Background: an optimization exercise with open tools, aiming at small area, a short achievable clock period and few clock cycles per item. Do not read the settings as production practice. At most, simulation tests tie the RTL to the original design; equivalence was not proved. No activity file was given, so power comes from the tool's default toggle rates.

== onyx ==
// lfu_cache_hit_detector_core
module lfu_cache_hit_detector_core #(
    parameter int MAX_ENTRIES = lchd_pkg::MAX_ENTRIES_DFLT
) (
    input  logic                          clk,
    input  logic                          rst_n,
    input  logic                          cfg_we,
    input  logic [lchd_pkg::CAP_W-1:0]    cfg_wdata,
    input  logic                          s_axis_tvalid,
    output logic                          s_axis_tready,
    input  logic [lchd_pkg::KEY_W-1:0]    s_axis_tdata,
    output logic                          m_axis_tvalid,
    input  logic                          m_axis_tready,
    output logic [lchd_pkg::RES_W-1:0]    m_axis_tdata
);
==> flow/config.mk <==
export PLATFORM = sky130hd
export DESIGN_NAME = lfu_cache_hit_detector_core
export DESIGN_NICKNAME = lfu_cache_hit_detector_core
export VERILOG_FILES = /design/flow/design.v
export SDC_FILE = /design/flow/constraint.sdc
export NUM_CORES = 4
export LEC_CHECK = 0
export CAP_MARGIN = 20
export CORE_MARGIN = 2
export CORE_UTILIZATION = 55
export SETUP_SLACK_MARGIN = 2.4
export SLEW_MARGIN = 20
==> flow/constraint.sdc <==
create_clock -name core_clock -period 5.0 [get_ports {clk}]
set_input_delay 1.0000 -clock core_clock [delete_from_list [all_inputs] [get_ports {clk}]]
set_output_delay 1.0000 -clock core_clock [all_outputs]
set_load 0.01 [all_outputs]
standard.sh (not shown) runs the stock make flow with config.mk's settings and CLKGATE_MAP_FILE= SYNTH_SCRIPT=/design/flow/synth_recipe.tcl, a recipe that flattens the netlist after the stock synthesis.
==> flow/flow/run.sh <==
#!/bin/bash
# Standard ORFS flow, with plain buffers on the ports instead of the
# default pick (a delay buffer).
set -e
export BUFFER_PORTS_ARGS="-buffer_cell sky130_fd_sc_hd__buf_4"
bash standard.sh > standard.log 2>&1
onyx ended with every stage complete and zero timing, DRC or antenna violations.
Testbench counts of onyx, summed over its fixed seeds: cycles 12,024, items 12,000.
> inputs changed (onyx -> juniper)
# onyx
export LEC_CHECK = 0
export CAP_MARGIN = 20
export CORE_MARGIN = 2
export CORE_UTILIZATION = 55
export SETUP_SLACK_MARGIN = 2.4
export SLEW_MARGIN = 20
create_clock -name core_clock -period 5.0 [get_ports {clk}]
# juniper
export LEC_CHECK = 0
export CAP_MARGIN = 20
export CORE_MARGIN = 2
export CORE_UTILIZATION = 40
export SETUP_SLACK_MARGIN = 2.0
export SLEW_MARGIN = 20
create_clock -name core_clock -period 5.0 [get_ports {clk}]
- juniper gives more wire length on met1 than onyx did.
- Comparing required time at the endpoint of the critical path for juniper and onyx, the smaller number came from onyx.
- The pre-CTS setup slack of juniper exceeds that of onyx by 210 ps.
- Of juniper and onyx, the run reporting the lower final non-filler cell area was juniper.
- Summary of the comparison: setup slack is lower in juniper, relative to onyx.
- juniper was carried through to the last stage, and its layout satisfied the timing, design-rule and antenna checks.
- juniper and onyx ended up with roughly the same sequential group power.
Modified inputs, fjord compared to juniper
# juniper
export LEC_CHECK = 0
export CAP_MARGIN = 20
export CORE_MARGIN = 2
export CORE_UTILIZATION = 40
export SETUP_SLACK_MARGIN = 2.0
export SLEW_MARGIN = 20
create_clock -name core_clock -period 5.0 [get_ports {clk}]
# fjord
export LEC_CHECK = 0
export CAP_MARGIN = 20
export CORE_MARGIN = 2
export CORE_UTILIZATION = 40
export SETUP_SLACK_MARGIN = 1.5
export SLEW_MARGIN = 20
create_clock -name core_clock -period 5.0 [get_ports {clk}]
Diff juniper -> fjord: final instance count without filler cells neither gained nor lost much, hold slack picked up an extra 54 ps. As far as via count is concerned, fjord and juniper perform about the same. fjord -> juniper: synthesized cell area delta 0, exact match. On cell count after placement, fjord tracks juniper almost exactly. Going from juniper to fjord, I/O pin count about even, wire length of the first global-routing pass saw little to no change, critical-path maximum fanout has increased.

== the baseline ==
lfu_cache_hit_detector_core, a different RTL version from the one above (not shown whole).
For scale: roughly 1000 flip-flops, ~84 I/O pins, roughly 0.052 sq mm of cells after synthesis.
Design lfu_cache_hit_detector_core, start of the top module:
module lfu_cache_hit_detector_core #(
    parameter int MAX_ENTRIES = lchd_pkg::MAX_ENTRIES_DFLT
) (
    input  logic                          clk,
    input  logic                          rst_n,
    input  logic                          cfg_we,
    input  logic [lchd_pkg::CAP_W-1:0]    cfg_wdata,
    input  logic                          s_axis_tvalid,
    output logic                          s_axis_tready,
    input  logic [lchd_pkg::KEY_W-1:0]    s_axis_tdata,
    output logic                          m_axis_tvalid,
    input  logic                          m_axis_tready,
    output logic [lchd_pkg::RES_W-1:0]    m_axis_tdata
);
clock: 5.0 ns
lec_check: 0
cap_margin: 20
core_margin: 2
core_utilization: 40
setup_slack_margin: 1.5
slew_margin: 20
Scripts as last shown in full above: flow/flow/run.sh
Testbench counts of the baseline, summed over its fixed seeds: cycles 12,024, items 12,000.
## Diff of input files: the candidate against the baseline
==> flow/run.sh (new file) <==
#!/bin/bash
# synth_recipe.tcl (not shown) runs the flow's synth.tcl, then flattens the netlist and writes it again
# the make line also repeats each setting of config.mk as NAME=value (left out here)
make -C /OpenROAD-flow-scripts/flow DESIGN_CONFIG=/design/flow/config.mk WORK_HOME=/design/flow/orfs CLKGATE_MAP_FILE= SYNTH_SCRIPT=/design/flow/synth_recipe.tcl finish
removed: flow/flow/run.sh
removed: flow/standard.sh
Notes after the runs:
- Result for the baseline and the candidate: all clean
- met5 as the uppermost layer routed was reported by the candidate, and met4 by the baseline.
- Measured against each other, the baseline and the candidate differ in switching power share of the total, the lower figure coming from the candidate.
- The candidate gives less register fraction of the total cell area than the baseline did.
- The candidate against the baseline: final clock period utilization by the worst path has increased; detailed-route wire length decreased by 2600 um relative to the old numbers; cell area after placement increased 480 sq um; combinational share of power shrank by 0.2 points; total number of vias flat.

## try-quartz
lfu_cache_hit_detector_core, a different RTL version from the one above (not shown whole).
Size: roughly 4400 cells after synthesis, roughly 1000 flip-flops, about 52000 µm² of cells after synthesis.
Settings: LEC_CHECK=0, CAP_MARGIN=20, CORE_MARGIN=2, CORE_UTILIZATION=65, CTS_CLUSTER_DIAMETER=100, CTS_CLUSTER_SIZE=24, SETUP_SLACK_MARGIN=2.6, SLEW_MARGIN=20, TNS_END_PERCENT=10; clock period 5.0 ns.
==> flow/flow/run.sh <==
#!/bin/bash
# Standard ORFS flow, with plain buffers on the ports instead of the
# default pick (a delay buffer).
set -e
export BUFFER_PORTS_ARGS="-buffer_cell sky130_fd_sc_hd__buf_4"
bash standard.sh > standard.log 2>&1
Every stage of the flow completed for try-quartz, and the final layout passed the timing, design-rule and antenna checks.
Testbench counts of try-quartz, summed over its fixed seeds: cycles 12,024, items 12,000.
Relative to try-quartz, the following input files were edited for try-violet:
- swapping 65 for 55 in CORE_UTILIZATION
- swapping 2.6 for 2.8 in SETUP_SLACK_MARGIN
- clearing TNS_END_PERCENT, which used to be 10
Findings:
When try-violet is set beside try-quartz, its sequential share of layout area turns out to be 3.7 points smaller.
Measured against try-violet, the placement row count of try-quartz comes out at 0.912 times the reference value.
Clock group share of total power: try-violet > try-quartz
The following lists how try-nickel was set up differently from try-violet:
- changing SETUP_SLACK_MARGIN from 2.8 to 2.6
## What came out
The final critical delay including setup and external delays of try-nickel is higher than that of try-violet. try-nickel — global-route track usage on met1 1.8 points lower, try-violet as reference. Relative to try-violet, clock skew increased by 0.012 ns in try-nickel. try-violet ended up with meq_q[1] as its endpoint of the worst setup timing path; try-nickel ended up with eq_q[3]. Relative to try-violet, the global-route wire length before repair measured on try-nickel has decreased by a few percent.
The inputs of try-harbor differ from those of try-nickel as listed below.
- CORE_UTILIZATION changed from 55 to 75
## What came out
try-harbor finished all stages; the layout is clean. try-harbor vs try-nickel — part of the cycle the worst path needs rose 1.3 points. Comparing try-nickel and try-harbor, number of gates resized after CTS is higher on try-harbor. Higher wire length goes to try-nickel over try-harbor. Clock period minus worst slack, try-nickel and try-harbor: lower on try-nickel.

== v36 ==
RTL: one of the versions met above, not the one the previous note started from.
Size in the first run: ~1,000 flip-flops, ~84 I/O pins.
// lfu_cache_hit_detector_core
module lfu_cache_hit_detector_core #(
    parameter int MAX_ENTRIES = lchd_pkg::MAX_ENTRIES_DFLT
) (
    input  logic                          clk,
    input  logic                          rst_n,
    input  logic                          cfg_we,
    input  logic [lchd_pkg::CAP_W-1:0]    cfg_wdata,
    input  logic                          s_axis_tvalid,
    output logic                          s_axis_tready,
    input  logic [lchd_pkg::KEY_W-1:0]    s_axis_tdata,
    output logic                          m_axis_tvalid,
    input  logic                          m_axis_tready,
    output logic [lchd_pkg::RES_W-1:0]    m_axis_tdata
);
clock: 5.0 ns
lec_check: 0
cap_margin: 20
core_margin: 2
core_utilization: 40
setup_slack_margin: 2.4
slew_margin: 20
Scripts as last shown in full above: flow/flow/run.sh
v36 completed; timing, DRC and antenna clean
Testbench counts of v36, summed over its fixed seeds: cycles 12,024, items 12,000.
The inputs of v9 differ from those of v36 as listed below.
# v36
export LEC_CHECK = 0
export CAP_MARGIN = 20
export CORE_MARGIN = 2
export CORE_UTILIZATION = 40
export SETUP_SLACK_MARGIN = 2.4
export SLEW_MARGIN = 20
create_clock -name core_clock -period 5.0 [get_ports {clk}]
# v9
export LEC_CHECK = 0
export CAP_MARGIN = 20
export CORE_MARGIN = 2
export CORE_UTILIZATION = 40
export SETUP_SLACK_MARGIN = 3.2
export SLEW_MARGIN = 20
create_clock -name core_clock -period 5.0 [get_ports {clk}]
Results
- v36 → v9: first-pass GRT wire length increased about 11%; met2 layer usage reported by global route moved up; post-route clock period utilization has decreased; met3 track utilization from global routing picked up an extra 1.2 points; sum of routed wire length over all layers moved up.
- Design area in v9 vs v36: up 22%
- Between v36 and v9, met1 demand-to-capacity share in global routing is lower for v36, v9 comes in above that.
- From v36 to v9 the numbers moved as follows: fraction of power consumed by sequential logic now sits lower, core utilization of the finished layout now sits higher, number of gates resized after CTS now sits higher.
Changes in v28 relative to v9:
# v9
export LEC_CHECK = 0
export CAP_MARGIN = 20
export CORE_MARGIN = 2
export CORE_UTILIZATION = 40
export SETUP_SLACK_MARGIN = 3.2
export SLEW_MARGIN = 20
create_clock -name core_clock -period 5.0 [get_ports {clk}]
# v28
export LEC_CHECK = 0
export CAP_MARGIN = 20
export CORE_MARGIN = 2
export CORE_UTILIZATION = 40
export SETUP_SLACK_MARGIN = 2.8
export SLEW_MARGIN = 20
create_clock -name core_clock -period 5.0 [get_ports {clk}]
Notes after the runs:
- Compared v28 vs v9, and clock network power share is up in v28.
- v9 → v28: share of final layout cell area taken by clock buffers and inverters saw an increase, total die area held steady, highest ir drop seen on vdd went down by 21%, weighted congestion at the end of routability-driven global placement went down 1.4%, placed cell count ~0 delta.
- In v28, the power came out about 7% below the value in v9.
- Where via count of the routed design is concerned, v9 is outperformed by v28.
- As of v28, HPWL after detailed placement had risen slightly compared to v9.
- Part of the total power dissipated in combinational logic down 4.7 points in v28 wrt v9
> inputs changed (v28 -> v5)
# v28
export LEC_CHECK = 0
export CAP_MARGIN = 20
export CORE_MARGIN = 2
export CORE_UTILIZATION = 40
export SETUP_SLACK_MARGIN = 2.8
export SLEW_MARGIN = 20
create_clock -name core_clock -period 5.0 [get_ports {clk}]
# v5
export LEC_CHECK = 0
export CAP_MARGIN = 20
export CORE_MARGIN = 2
export CORE_UTILIZATION = 40
export CTS_CLUSTER_DIAMETER = 80
export CTS_CLUSTER_SIZE = 20
export SETUP_SLACK_MARGIN = 2.4
export SLEW_MARGIN = 20
create_clock -name core_clock -period 5.0 [get_ports {clk}]
[summary]
- Taking v28 as the reference point, the maximum number of pins on one net before global-route repair of v5 rises by 12.
- Going from v28 to v5, buffer count excluding the clock tree in the final layout shrank by more than half.
- Per the comparison of v5 with v28, synthesis-to-layout area growth went down 15 points, clock buffer instance count of the final layout went down 43, sequential portion of the cell area went up 6.2 points, post-layout worst setup margin went down 9.5 ps.

Setup of oak:
Another version of the RTL of lfu_cache_hit_detector_core (not shown whole).
Size in the first run: roughly 4300 cells after synthesis, roughly 1000 flip-flops, roughly 84 I/O pins.
clock: 5.0 ns
lec_check: 0
cap_margin: 20
core_margin: 2
core_utilization: 55
cts_cluster_diameter: 100
cts_cluster_size: 24
setup_slack_margin: 2.4
slew_margin: 20
Scripts as last shown in full above: flow/flow/run.sh
[inputs] pine vs oak
Settings: setting ABC_AREA to 1 for the first time.
--- outcome ---
- Compared with oak, pine shows a higher area of the die.
- Routed metal-1 wirelength went up by a few percent going from oak to pine.
- Cmp pine and oak / critical path depth / higher: pine
- Number of placement rows delta for pine relative to oak: 2 higher
- Taking oak as the reference, in pine register-to-register slack stayed essentially flat, fraction of met2 tracks used by global routing fell by 0.99 points.
- Diff pine and oak: internal power component lower in pine
- pine was carried through to the last stage, and its layout satisfied the timing, design-rule and antenna checks.
Function was not checked in any run of this note: the RTL went through the layout flow alone.

green:
The RTL this note starts from:
==> flow/design.v <==
package lchd_pkg;
    localparam int KEY_W             = 32;
    localparam int COUNT_W           = 16;
    localparam int CAP_W             = 5;
    localparam int TOTAL_W           = 32;
    localparam int MAX_ENTRIES_DFLT  = 16;
    localparam logic [CAP_W-1:0]   CAP_RESET = CAP_W'(16);
    localparam logic [COUNT_W-1:0] COUNT_MAX = '1;
    localparam logic [TOTAL_W-1:0] TOTAL_MAX = '1;
    localparam int RES_BITS = 1 + TOTAL_W;
    localparam int RES_W    = ((RES_BITS + 7) / 8) * 8;
    typedef struct packed {
        logic [KEY_W-1:0]   key;
        logic [COUNT_W-1:0] count;
    } entry_t;
endpackage
module lfu_cache_hit_detector_core #(
    parameter int MAX_ENTRIES = lchd_pkg::MAX_ENTRIES_DFLT
) (
    input  logic                          clk,
    input  logic                          rst_n,
    input  logic                          cfg_we,
    input  logic [lchd_pkg::CAP_W-1:0]    cfg_wdata,
    input  logic                          s_axis_tvalid,
    output logic                          s_axis_tready,
    input  logic [lchd_pkg::KEY_W-1:0]    s_axis_tdata,
    output logic                          m_axis_tvalid,
    input  logic                          m_axis_tready,
    output logic [lchd_pkg::RES_W-1:0]    m_axis_tdata
);
    localparam int N     = MAX_ENTRIES;
    localparam int KW    = lchd_pkg::KEY_W;
    localparam int CW    = lchd_pkg::COUNT_W;
    localparam int TW    = lchd_pkg::TOTAL_W;
    localparam int CAPW  = lchd_pkg::CAP_W;
    localparam int IDX_W = (N > 1) ? $clog2(N) : 1;
    function automatic logic [N-1:0] lim_dec(input logic [CAPW-1:0] cap);
        logic [N-1:0] r;
        r = '0;
        if (cap == '0)
            r[0] = 1'b1;
        else if (cap > CAPW'(N))
            r[N-1] = 1'b1;
        else
            r[cap - CAPW'(1)] = 1'b1;
        lim_dec = r;
    endfunction
    logic [KW-1:0]    kp_q  [0:N-1];    
    logic [IDX_W-1:0] ptr_q [0:N-1];    
    logic [CW-1:0]    cnt_q [0:N-1];
    logic [N-1:0]  v_q;
    logic [N-1:0]  eq_q;
    logic [N-1:0]  sat_q;               
    logic [N-1:0]  lim_q;
    logic          room_q;              
    logic          kv_q;
    logic [KW-1:0] k_q;
    logic [N-1:0]  meq_q;
    logic          hit_q;               
    logic          rdy_q;
    logic          hv_q, tv_q;
    logic          h_hit_q, t_hit_q;
    logic [TW-1:0] h_tot_q;
    logic upd, s_hs, pop;
    assign upd   = kv_q & ~tv_q;
    assign s_axis_tready = rdy_q;
    assign s_hs  = s_axis_tvalid & rdy_q;
    assign pop   = hv_q & m_axis_tready;
    assign m_axis_tvalid = hv_q;
    assign m_axis_tdata  = lchd_pkg::RES_W'({h_tot_q, h_hit_q});
    logic [N-1:0] mh, gl, gr, go, stop, on, last, fh, ins, mins, missch;
    logic         hit, miss, room;
    always_comb
    begin
        for (int i = 0; i < N; i++)
        begin
            mh[i]   = upd & meq_q[i] & v_q[i] & ~sat_q[i];
        end
        for (int i = 0; i < N; i++)
        begin
            gl[i]   = (2*i+1 < N) ? (v_q[(2*i+1) % N] & eq_q[(2*i+1) % N]) : 1'b0;
            gr[i]   = (2*i+2 < N) ? (v_q[(2*i+2) % N] & eq_q[(2*i+2) % N] & ~gl[i]) : 1'b0;
            stop[i] = ~gl[i] & ~gr[i];
        end
        for (int i = 0; i < N; i++)
        begin
            go[i] = (i == 0) ? 1'b0 : (((i % 2) == 1) ? gl[(i-1)/2] : gr[(i-1)/2]);
        end
        for (int i = 0; i < N; i++)
        begin
            on[i] = mh[i];
            for (int d = 1; d <= IDX_W; d++)
            begin
                if (((i+1) >> d) >= 1)
                begin
                    logic r;
                    r = 1'b1;
                    for (int e = 0; e < d; e++)
                    begin
                        r = r & go[((i+1) >> e) - 1];
                    end
                    on[i] = on[i] | (mh[((i+1) >> d) - 1] & r);
                end
            end
            last[i] = on[i] & stop[i];
        end
        for (int i = 0; i < N; i++)
        begin
            fh[i] = ~v_q[i] & ((i == 0) ? 1'b1 : v_q[(i+N-1) % N]);
        end
        for (int i = N-1; i >= 0; i--)
        begin
            ins[i] = fh[i];
            if (2*i+1 < N) ins[i] = ins[i] | ins[(2*i+1) % N];
            if (2*i+2 < N) ins[i] = ins[i] | ins[(2*i+2) % N];
        end
        room = room_q;
        for (int i = 0; i < N; i++)
        begin
            mins[i] = (i == 0) ? 1'b1 : (room & ins[i]);
        end
        hit    = hit_q;
        miss   = upd & ~hit;
        missch = {N{miss}} & mins;
    end
    logic [CW-1:0]    inc [0:N-1];
    logic [N-1:0]     d1, z, wsel, wr;
    logic [IDX_W-1:0] ptr_n [0:N-1];
    logic [CW-1:0]    cnt_n [0:N-1];
    logic [IDX_W-1:0] hp, fidx, newp;
    logic [N-1:0]     v_n, eq_n, lim_n, sat_n;
    logic             room_n;
    always_comb
    begin
        hp   = '0;
        fidx = '0;
        for (int i = 0; i < N; i++)
        begin
            inc[i] = cnt_q[i] + CW'(1);
            z[i]   = (cnt_q[i] == '0);
            d1[i]  = (i == 0) ? 1'b0 : (cnt_q[i] == inc[(i-1)/2]);
            hp     = hp | ({IDX_W{mh[i]}} & ptr_q[i]);
            fidx   = fidx | ({IDX_W{fh[i]}} & IDX_W'(i));
        end
        newp = room ? fidx : ptr_q[0];
        for (int i = 0; i < N; i++)
        begin
            ptr_n[i] = on[i] ? (gl[i] ? ptr_q[(2*i+1) % N] : (gr[i] ? ptr_q[(2*i+2) % N] : hp))
                     : (missch[i] ? ((i == 0) ? newp : ptr_q[(i-1)/2]) : ptr_q[i]);
            cnt_n[i] = last[i] ? inc[i] : (missch[i] ? ((i == 0) ? CW'(0) : cnt_q[(i-1)/2]) : cnt_q[i]);
            v_n[i]   = v_q[i] | (miss & room & fh[i]);
            sat_n[i] = last[i] ? (cnt_q[i] == (lchd_pkg::COUNT_MAX - CW'(1)))
                     : (missch[i] ? ((i == 0) ? 1'b0 : sat_q[(i-1)/2]) : sat_q[i]);
            wsel[i]  = room ? fh[i] : (ptr_q[0] == IDX_W'(i));
            wr[i]    = miss & wsel[i];
        end
        lim_n  = cfg_we ? lim_dec(cfg_wdata) : lim_q;
        room_n = ~|(v_n & lim_n);
        eq_n[0] = 1'b0;
        for (int i = 1; i < N; i++)
        begin
            if (last[i])
                eq_n[i] = 1'b0;
            else if (last[(i-1)/2])
                eq_n[i] = d1[i];
            else if (missch[i])
                eq_n[i] = (i <= 2) ? z[0] : eq_q[(i-1)/2];
            else if (miss & mins[(i-1)/2])
                eq_n[i] = (i <= 2) ? z[i] : (eq_q[i] & eq_q[(i-1)/2]);
            else
                eq_n[i] = eq_q[i];
        end
    end
    logic [N-1:0] eqx, eqh, meq_n;
    logic         eqk, hit_n;
    always_comb
    begin
        for (int i = 0; i < N; i++)
        begin
            eqx[i] = (s_axis_tdata == kp_q[i]);
        end
        eqk = (s_axis_tdata == k_q);
        hit_n = miss & eqk;
        for (int i = 0; i < N; i++)
        begin
            eqh[i] = eqx[ptr_q[i]];
            hit_n  = hit_n | (eqx[i] & v_q[i] & ~wr[i]);
        end
        for (int i = 0; i < N; i++)
        begin
            meq_n[i] = on[i] ? (gl[i] ? eqh[(2*i+1) % N] : (gr[i] ? eqh[(2*i+2) % N] : eqk))
                     : (missch[i] ? ((i == 0) ? eqk : eqh[(i-1)/2]) : eqh[i]);
        end
    end
    logic [TW-1:0] tot_inc;
    logic          add, load_head, kv_n, tv_n;
    assign tot_inc   = h_tot_q + TW'(1);
    assign add       = (tv_q ? t_hit_q : hit) & (h_tot_q != lchd_pkg::TOTAL_MAX);
    assign load_head = (upd & (~hv_q | pop)) | (pop & tv_q);
    assign kv_n      = s_hs | (kv_q & ~upd);
    assign tv_n      = pop ? 1'b0 : ((upd & hv_q) | tv_q);
    always_ff @(posedge clk)
    begin
        for (int i = 0; i < N; i++)
        begin
            if (wr[i])
                kp_q[i] <= k_q;
            ptr_q[i] <= ptr_n[i];
            cnt_q[i] <= cnt_n[i];
        end
        eq_q  <= eq_n;
        sat_q <= sat_n;
        if (s_hs)
        begin
            k_q   <= s_axis_tdata;
            meq_q <= meq_n;
            hit_q <= hit_n;
        end
        if (load_head)
        begin
            h_hit_q <= tv_q ? t_hit_q : hit;
        end
        if (upd & hv_q & ~pop)
        begin
            t_hit_q <= hit;
        end
    end
    always_ff @(posedge clk or negedge rst_n)
    begin
        if (!rst_n)
        begin
            v_q     <= '0;
            lim_q   <= lim_dec(lchd_pkg::CAP_RESET);
            room_q  <= 1'b1;
            h_tot_q <= '0;
            kv_q    <= 1'b0;
            hv_q    <= 1'b0;
            tv_q    <= 1'b0;
            rdy_q   <= 1'b1;
        end
        else
        begin
            v_q <= v_n;
            lim_q  <= lim_n;
            room_q <= room_n;
            if (load_head & add)
                h_tot_q <= tot_inc;
            kv_q  <= kv_n;
            tv_q  <= tv_n;
            rdy_q <= ~(kv_n & tv_n);
            if (load_head)
                hv_q <= 1'b1;
            else if (pop)
                hv_q <= 1'b0;
        end
    end
endmodule
Settings: LEC_CHECK=0, CAP_MARGIN=20, CORE_MARGIN=2, CORE_UTILIZATION=40, SETUP_SLACK_MARGIN=1.5, SLEW_MARGIN=20; clock period 5.0 ns.
Scripts as last shown in full above: flow/flow/run.sh
green was carried through to the last stage, and its layout satisfied the timing, design-rule and antenna checks.
What red does differently from green at the input level:
==> flow/run.sh (new file) <==
#!/bin/bash
# synth_recipe.tcl (not shown) runs the flow's synth.tcl, then flattens the netlist and writes it again
# the make line also repeats each setting of config.mk as NAME=value (left out here)
make -C /OpenROAD-flow-scripts/flow DESIGN_CONFIG=/design/flow/config.mk WORK_HOME=/design/flow/orfs CLKGATE_MAP_FILE= SYNTH_SCRIPT=/design/flow/synth_recipe.tcl finish
removed: flow/flow/run.sh
removed: flow/standard.sh
==> notes.md <==
- Between red and green, it is red whose weighted congestion reported at the end of routability-driven placement is higher, by about 4.3%.
- Between green and red, internal power contribution decreased.
- From green to red, total of hold buffers inserted after clock tree synthesis did not move at all.
- red ended up with a higher length of the first detailed-routing pass in iterations than green did.
- Global routing usage on met3: green and red compared, lower one is red
- When red is set beside green, its area growth from synthesis to layout turns out to be 5.2 points larger.
- Delta (red minus green): mean number of vias per cell held steady, setup slack of the critical path after layout now larger.
- green ended up with s_axis_tdata[4] as its worst setup path startpoint; red ended up with s_axis_tdata[2].
Function was not checked in any run of this note: the RTL went through the layout flow alone.

[afterwards: timing with drivers on the ports]
Ports are ideal in the flow. The routed layouts listed here were re-timed in OpenROAD. Step 1 sets driving cells, clkbuf_16 on the clock port and buf_2 on the other inputs (assumed; they add their load-dependent delay and slew). Step 2 also shifts input and output timing later by t, the mid clock arrival at the registers, as if the neighbouring blocks saw the same clock. Three values: ideal ports, drivers, drivers and shift; two values: the first two.
run | t, ns | slack for setup (ns) | clock arrival spread, ns
onyx | 0.774 | 2.331 / 2.331 / 1.616 | 0.047 / 0.047
juniper | 0.793 | 2.013 / 2.013 / 1.408 | 0.038 / 0.038
fjord | 0.806 | 1.625 / 1.625 / 1.071 | 0.041 / 0.041
the baseline | 0.811 | 1.639 / 1.639 / 1.402 | 0.051 / 0.051
the candidate | 0.806 | 1.502 / 1.502 / 0.920 | 0.070 / 0.070
try-quartz | 0.724 | 2.405 / 2.405 / 1.781 | 0.031 / 0.031
try-violet | 0.769 | 2.578 / 2.560 / 2.002 | 0.042 / 0.042
try-nickel | 0.768 | 2.535 / 2.535 / 1.926 | 0.051 / 0.052
try-harbor | 0.729 | 2.471 / 2.502 / 1.773 | 0.072 / 0.072
v36 | 0.811 | 2.315 / 2.315 / 1.525 | 0.070 / 0.070
v9 | 0.790 | 2.478 / 2.474 / 1.755 | 0.070 / 0.071
v28 | 0.792 | 2.401 / 2.401 / 1.698 | 0.052 / 0.052
v5 | 0.789 | 2.392 / 2.420 / 1.639 | 0.051 / 0.050
oak | 0.779 | 2.352 / 2.352 / 1.758 | 0.046 / 0.046
pine | 0.766 | 2.364 / 2.364 / 1.816 | 0.065 / 0.064
green | 0.821 | 1.434 / 1.490 / 0.669 | 0.076 / 0.076
red | 0.816 | 1.467 / 1.528 / 0.712 | 0.063 / 0.064
After both steps setup and hold are still met in every run listed. For v36, which loses most, drivers alone change the setup slack by 0.000 ns; drivers and shift together by -0.790 ns.
